From an optimization exercise on the open Yosys and OpenROAD flow, aimed at small area, a short achievable clock period and few clock cycles per item; shortcuts taken in it are not production practice.
Where RTL was checked, it was by simulation tests only, not by an equivalence proof against the original.
No activity file was given, so power comes from the tool's default toggle rates.

Design pattern_date_time_parser_top, start of the top module:
module pattern_date_time_parser_top (
    input  logic                i_clk,
    input  logic                i_rst_n,
    input  logic                i_in_valid,
    output logic                o_in_stall,
    input  logic [8:0]          i_in_data,
    output logic                o_out_valid,
    input  logic                i_out_stall,
    output logic [50:0]         o_out_data,
    input  logic                i_cfg_wr_en,
    input  logic [0:0]          i_cfg_index,
    input  logic [63:0]         i_cfg_wdata
);
clock: 10.5 ns
lec_check: 0
abc_area: 1
cap_margin: 20
core_margin: 2
core_utilization: 40
cts_buf_list: sky130_fd_sc_hd__clkbuf_8
cts_cluster_size: 30
place_density: 0.75
slew_margin: 20
standard.sh (not shown) runs the stock make flow with config.mk's settings and CLKGATE_MAP_FILE= SYNTH_SCRIPT=/design/flow/synth_recipe.tcl, a recipe that flattens the netlist after the stock synthesis.
==> flow/flow/run.sh <==
#!/bin/bash
# Own layout flow: the standard ORFS flow (standard.sh), unchanged except
#  - port buffers use a small fast buffer cell (every port still gets one);
set -euo pipefail
export BUFFER_PORTS_ARGS="-buffer_cell sky130_fd_sc_hd__buf_1"
export SETUP_SLACK_MARGIN=7.3
bash standard.sh > standard.log 2>&1
The baseline completed with no timing, DRC or antenna violations.
Testbench counts at the start, summed over its fixed seeds: cycles 233,181, chars 233,009.
Next try:
--- a/flow/flow/run.sh
+++ b/flow/flow/run.sh
@@ -4,4 +4,4 @@
 set -euo pipefail
 export BUFFER_PORTS_ARGS="-buffer_cell sky130_fd_sc_hd__buf_1"
-export SETUP_SLACK_MARGIN=7.3
+export SETUP_SLACK_MARGIN=7.4
 bash standard.sh > standard.log 2>&1
- CTS_BUF_LIST: sky130_fd_sc_hd__clkbuf_8 -> default
- CTS_CLUSTER_SIZE: 30 -> default
- PLACE_DENSITY: 0.75 -> default
- maximum frequency is higher by a few percent
- routed wire length came out higher by a few percent
- synthesized area is unchanged
- global-route usage rises by 0.91 points
- via count goes down slightly
- power rises by roughly a tenth
- final area went up by a few percent
- setup slack improves by 0.078 ns
- die area stays the same
- non-clock buffer count went up by 8

* * *

main:
pattern_date_time_parser_top, a different RTL version from the one above (not shown whole).
For scale: about 890 cells after synthesis, roughly 130 I/O pins, about 9500 sq um of cells after synthesis.
==> flow/config.mk <==
export PLATFORM = sky130hd
export DESIGN_NAME = pattern_date_time_parser_top
export DESIGN_NICKNAME = pattern_date_time_parser_top
export VERILOG_FILES = /design/flow/design.v
export SDC_FILE = /design/flow/constraint.sdc
export NUM_CORES = 4
export LEC_CHECK = 0
export CAP_MARGIN = 20
export CORE_MARGIN = 2
export CORE_UTILIZATION = 40
export SLEW_MARGIN = 20
==> flow/constraint.sdc <==
create_clock -name core_clock -period 10.5 [get_ports {i_clk}]
set_input_delay 2.1000 -clock core_clock [delete_from_list [all_inputs] [get_ports {i_clk}]]
set_output_delay 2.1000 -clock core_clock [all_outputs]
set_load 0.01 [all_outputs]
==> flow/flow/run.sh <==
#!/bin/bash
# Own layout flow: the standard ORFS flow (standard.sh), unchanged except
#  - port buffers use a small fast buffer cell (every port still gets one);
set -euo pipefail
export BUFFER_PORTS_ARGS="-buffer_cell sky130_fd_sc_hd__buf_2"
export SETUP_SLACK_MARGIN=7.3
bash standard.sh > standard.log 2>&1
The inputs of the feature branch differ from those of main as listed below.
-- flow/flow/run.sh --
<<< main, line 6
export SETUP_SLACK_MARGIN=7.3
>>> the feature branch, line 6
export SETUP_SLACK_MARGIN=7.5
Results
Layout-stage area growth over the synthesis result for the feature branch is higher than for main. The feature branch: path depth of the worst reg2reg path 2 above main. The post-layout net count of the feature branch exceeds that of main by 37. Part of the total power dissipated in sequential elements, the feature branch and main: lower on main.
No functional check of the RTL was part of any run of this note.

* * *

pattern_date_time_parser_top, a different RTL version from the one above (not shown whole).
Size in the first run: about 1,100 cells after synthesis, ~170 flip-flops, roughly 130 I/O pins, about 11,000 um2 of cells after synthesis.
==> flow/config.mk <==
export PLATFORM = sky130hd
export DESIGN_NAME = pattern_date_time_parser_top
export DESIGN_NICKNAME = pattern_date_time_parser_top
export VERILOG_FILES = /design/flow/design.v
export SDC_FILE = /design/flow/constraint.sdc
export NUM_CORES = 4
export LEC_CHECK = 0
export CAP_MARGIN = 20
export CORE_MARGIN = 2
export CORE_UTILIZATION = 40
export SLEW_MARGIN = 20
==> flow/constraint.sdc <==
create_clock -name core_clock -period 10.5 [get_ports {i_clk}]
set_input_delay 2.1000 -clock core_clock [delete_from_list [all_inputs] [get_ports {i_clk}]]
set_output_delay 2.1000 -clock core_clock [all_outputs]
set_load 0.01 [all_outputs]
run.sh (not shown) runs the stock make flow with config.mk's settings and CLKGATE_MAP_FILE= SYNTH_SCRIPT=/design/flow/synth_recipe.tcl, a recipe that flattens the netlist after the stock synthesis.
Stock flow here: none of the scripts above is used.
Testbench counts at the start, summed over its fixed seeds: cycles 233,137, chars 233,009.
Then changed:
==> flow/flow/run.sh (new file) <==
#!/bin/bash
# Own layout flow: the standard ORFS flow (standard.sh), unchanged except
#  - port buffers use a small fast buffer cell (every port still gets one);
set -euo pipefail
export BUFFER_PORTS_ARGS="-buffer_cell sky130_fd_sc_hd__buf_2"
export SETUP_SLACK_MARGIN=7.0
bash standard.sh > standard.log 2>&1
==> flow/standard.sh (new file) <==
#!/bin/bash
# synth_recipe.tcl (not shown) runs the flow's synth.tcl, then flattens the netlist and writes it again
# the make line also repeats each setting of config.mk as NAME=value (left out here)
make -C /OpenROAD-flow-scripts/flow DESIGN_CONFIG=/design/flow/config.mk WORK_HOME=/design/flow/orfs CLKGATE_MAP_FILE= SYNTH_SCRIPT=/design/flow/synth_recipe.tcl "${@:-finish}"
removed: flow/run.sh
- The changed run completed without violations
- clock-buffer cell count is higher by 3
- routed wire length is higher by 3.7%
- non-clock buffer count is higher by 25
- clock skew hardly moves
- via count is higher by 2.2%
- hold slack degrades by 22 ps
- setup slack improves by 950 ps
- final cell count is higher by 1.6%
- total power is lower by 1.7%
- area after synthesis does not change

* * *

pattern_date_time_parser_top with an RTL version that a note above also has.
Size in the first run: about 1100 cells after synthesis, roughly 160 flip-flops, ~130 I/O pins, about 0.0091 mm² of cells after synthesis.
clock: 10.5 ns
lec_check: 0
abc_area: 1
cap_margin: 20
core_margin: 2
core_utilization: 40
slew_margin: 20
standard.sh (not shown) runs the stock make flow with config.mk's settings and CLKGATE_MAP_FILE= SYNTH_SCRIPT=/design/flow/synth_recipe.tcl, a recipe that flattens the netlist after the stock synthesis.
==> flow/flow/run.sh <==
#!/bin/bash
# Own layout flow: the standard ORFS flow (standard.sh), unchanged except
#  - port buffers use a small buffer cell (every port still gets one);
#  - the clock tree uses a clkbuf_16 root buffer and clkbuf_8 buffers below.
# The design, constraints, clock period, synthesis, floorplan, power grid,
# tap cells, placement and routing are the standard flow's.
set -euo pipefail
export BUFFER_PORTS_ARGS="-buffer_cell sky130_fd_sc_hd__buf_1"
export SETUP_SLACK_MARGIN=7.5
export CTS_ARGS="-sink_clustering_enable -repair_clock_nets -buf_list sky130_fd_sc_hd__clkbuf_8 -root_buf sky130_fd_sc_hd__clkbuf_16 -sink_clustering_size 30"
bash standard.sh > standard.log 2>&1
The first run completed without violations.
Testbench counts at the start, summed over its fixed seeds: cycles 233,181, chars 233,009.
==> next run, changes <==
==> flow/flow/run.sh (replaced) <==
#!/bin/bash
# Own layout flow: the standard ORFS flow (standard.sh), unchanged except
#  - port buffers use a small fast buffer cell (every port still gets one);
set -euo pipefail
export BUFFER_PORTS_ARGS="-buffer_cell sky130_fd_sc_hd__buf_1"
export SETUP_SLACK_MARGIN=7.1
bash standard.sh > standard.log 2>&1
Settings changed: CTS_BUF_LIST set to sky130_fd_sc_hd__clkbuf_8, CTS_CLUSTER_SIZE set to 30.
Result: The new run completed without violations; area after synthesis does not change; cell count is lower by about 1.7%; critical path depth does not change; wire length is lower by 1.8%; utilization is lower by 2.1 points; die area stays the same; via count is lower by about 1%; flip-flop and latch count is unchanged; global-route usage is lower by 0.45 points.
==> next run, changes <==
--- a/flow/flow/run.sh
+++ b/flow/flow/run.sh
@@ -4,4 +4,4 @@
 set -euo pipefail
 export BUFFER_PORTS_ARGS="-buffer_cell sky130_fd_sc_hd__buf_1"
-export SETUP_SLACK_MARGIN=7.1
+export SETUP_SLACK_MARGIN=7.4
 bash standard.sh > standard.log 2>&1
=> Sequential cell count does not change; sequential power stays flat; first-iteration DRC count falls by about a fifth; power came out lower slightly; final cell count increases slightly; cell area went up by a few percent; critical path depth does not change; clock-buffer cell count climbs by 1; worst setup slack is better by 120 ps; global-route usage rose by 0.36 points; wire length rises slightly.
==> next run, changes <==
--- a/flow/flow/run.sh
+++ b/flow/flow/run.sh
@@ -4,4 +4,4 @@
 set -euo pipefail
 export BUFFER_PORTS_ARGS="-buffer_cell sky130_fd_sc_hd__buf_1"
-export SETUP_SLACK_MARGIN=7.4
+export SETUP_SLACK_MARGIN=7.3
 bash standard.sh > standard.log 2>&1
Settings changed: CTS_BUF_LIST sky130_fd_sc_hd__clkbuf_8 to not set, CTS_CLUSTER_SIZE 30 to not set.
What happened:
- The changed run finished clean
- synthesized area is unchanged
- clock-buffer cell count stays the same
- worst hold slack loses 4.4 ps
- via count falls slightly
- final cell count falls slightly
- critical path depth stays the same
- wire length went down slightly

static timing again, ports no longer ideal:
In the flow no input, the clock included, has a driving cell. The finished layouts below were timed again as built, in two steps.
Step 1 (the two cells are an assumption about what drives the block):
set clk [get_ports {i_clk}]
set_driving_cell -lib_cell sky130_fd_sc_hd__clkbuf_16 $clk
set_driving_cell -lib_cell sky130_fd_sc_hd__buf_2 [delete_from_list [all_inputs] $clk]
Step 2, shift: input delay + t, output delay - t, t = (earliest + latest rising clock arrival at the registers) / 2. This alone moves slack from input paths to output paths.
Three values: ideal ports, drivers, drivers and shift; two values: the first two.
run | t (ns) | setup slack, ns | worst setup path after step 2 | worst data-port slew with drivers (ns)
the first run of note 1 | 0.514 | 7.344 / 7.308 / 6.979 | input to register | 0.07
the second run of note 1 | 0.487 | 7.423 / 7.378 / 7.111 | input to register | 0.05
main | 0.475 | 7.344 / 7.298 / 6.894 | input to register | 0.04
the feature branch | 0.473 | 7.380 / 7.334 / 6.917 | input to register | 0.06
the first run of note 3 | 0.484 | 5.907 / 5.937 / 5.453 | input to register | 0.04
the second run of note 3 | 0.476 | 6.860 / 6.860 / 6.797 | input to register | 0.06
the first run of note 4 | 0.430 | 7.481 / 7.439 / 7.180 | input to register | 0.05
the second run of note 4 | 0.514 | 7.289 / 7.249 / 6.967 | input to register | 0.05
the third run of note 4 | 0.502 | 7.404 / 7.367 / 7.110 | input to register | 0.05
the fourth run of note 4 | 0.481 | 7.366 / 7.323 / 7.114 | input to register | 0.05
After both steps setup and hold are still met in every run listed. The setup slack of the feature branch, which loses most, moves by -0.046 ns with the drivers and by -0.463 ns with both steps.
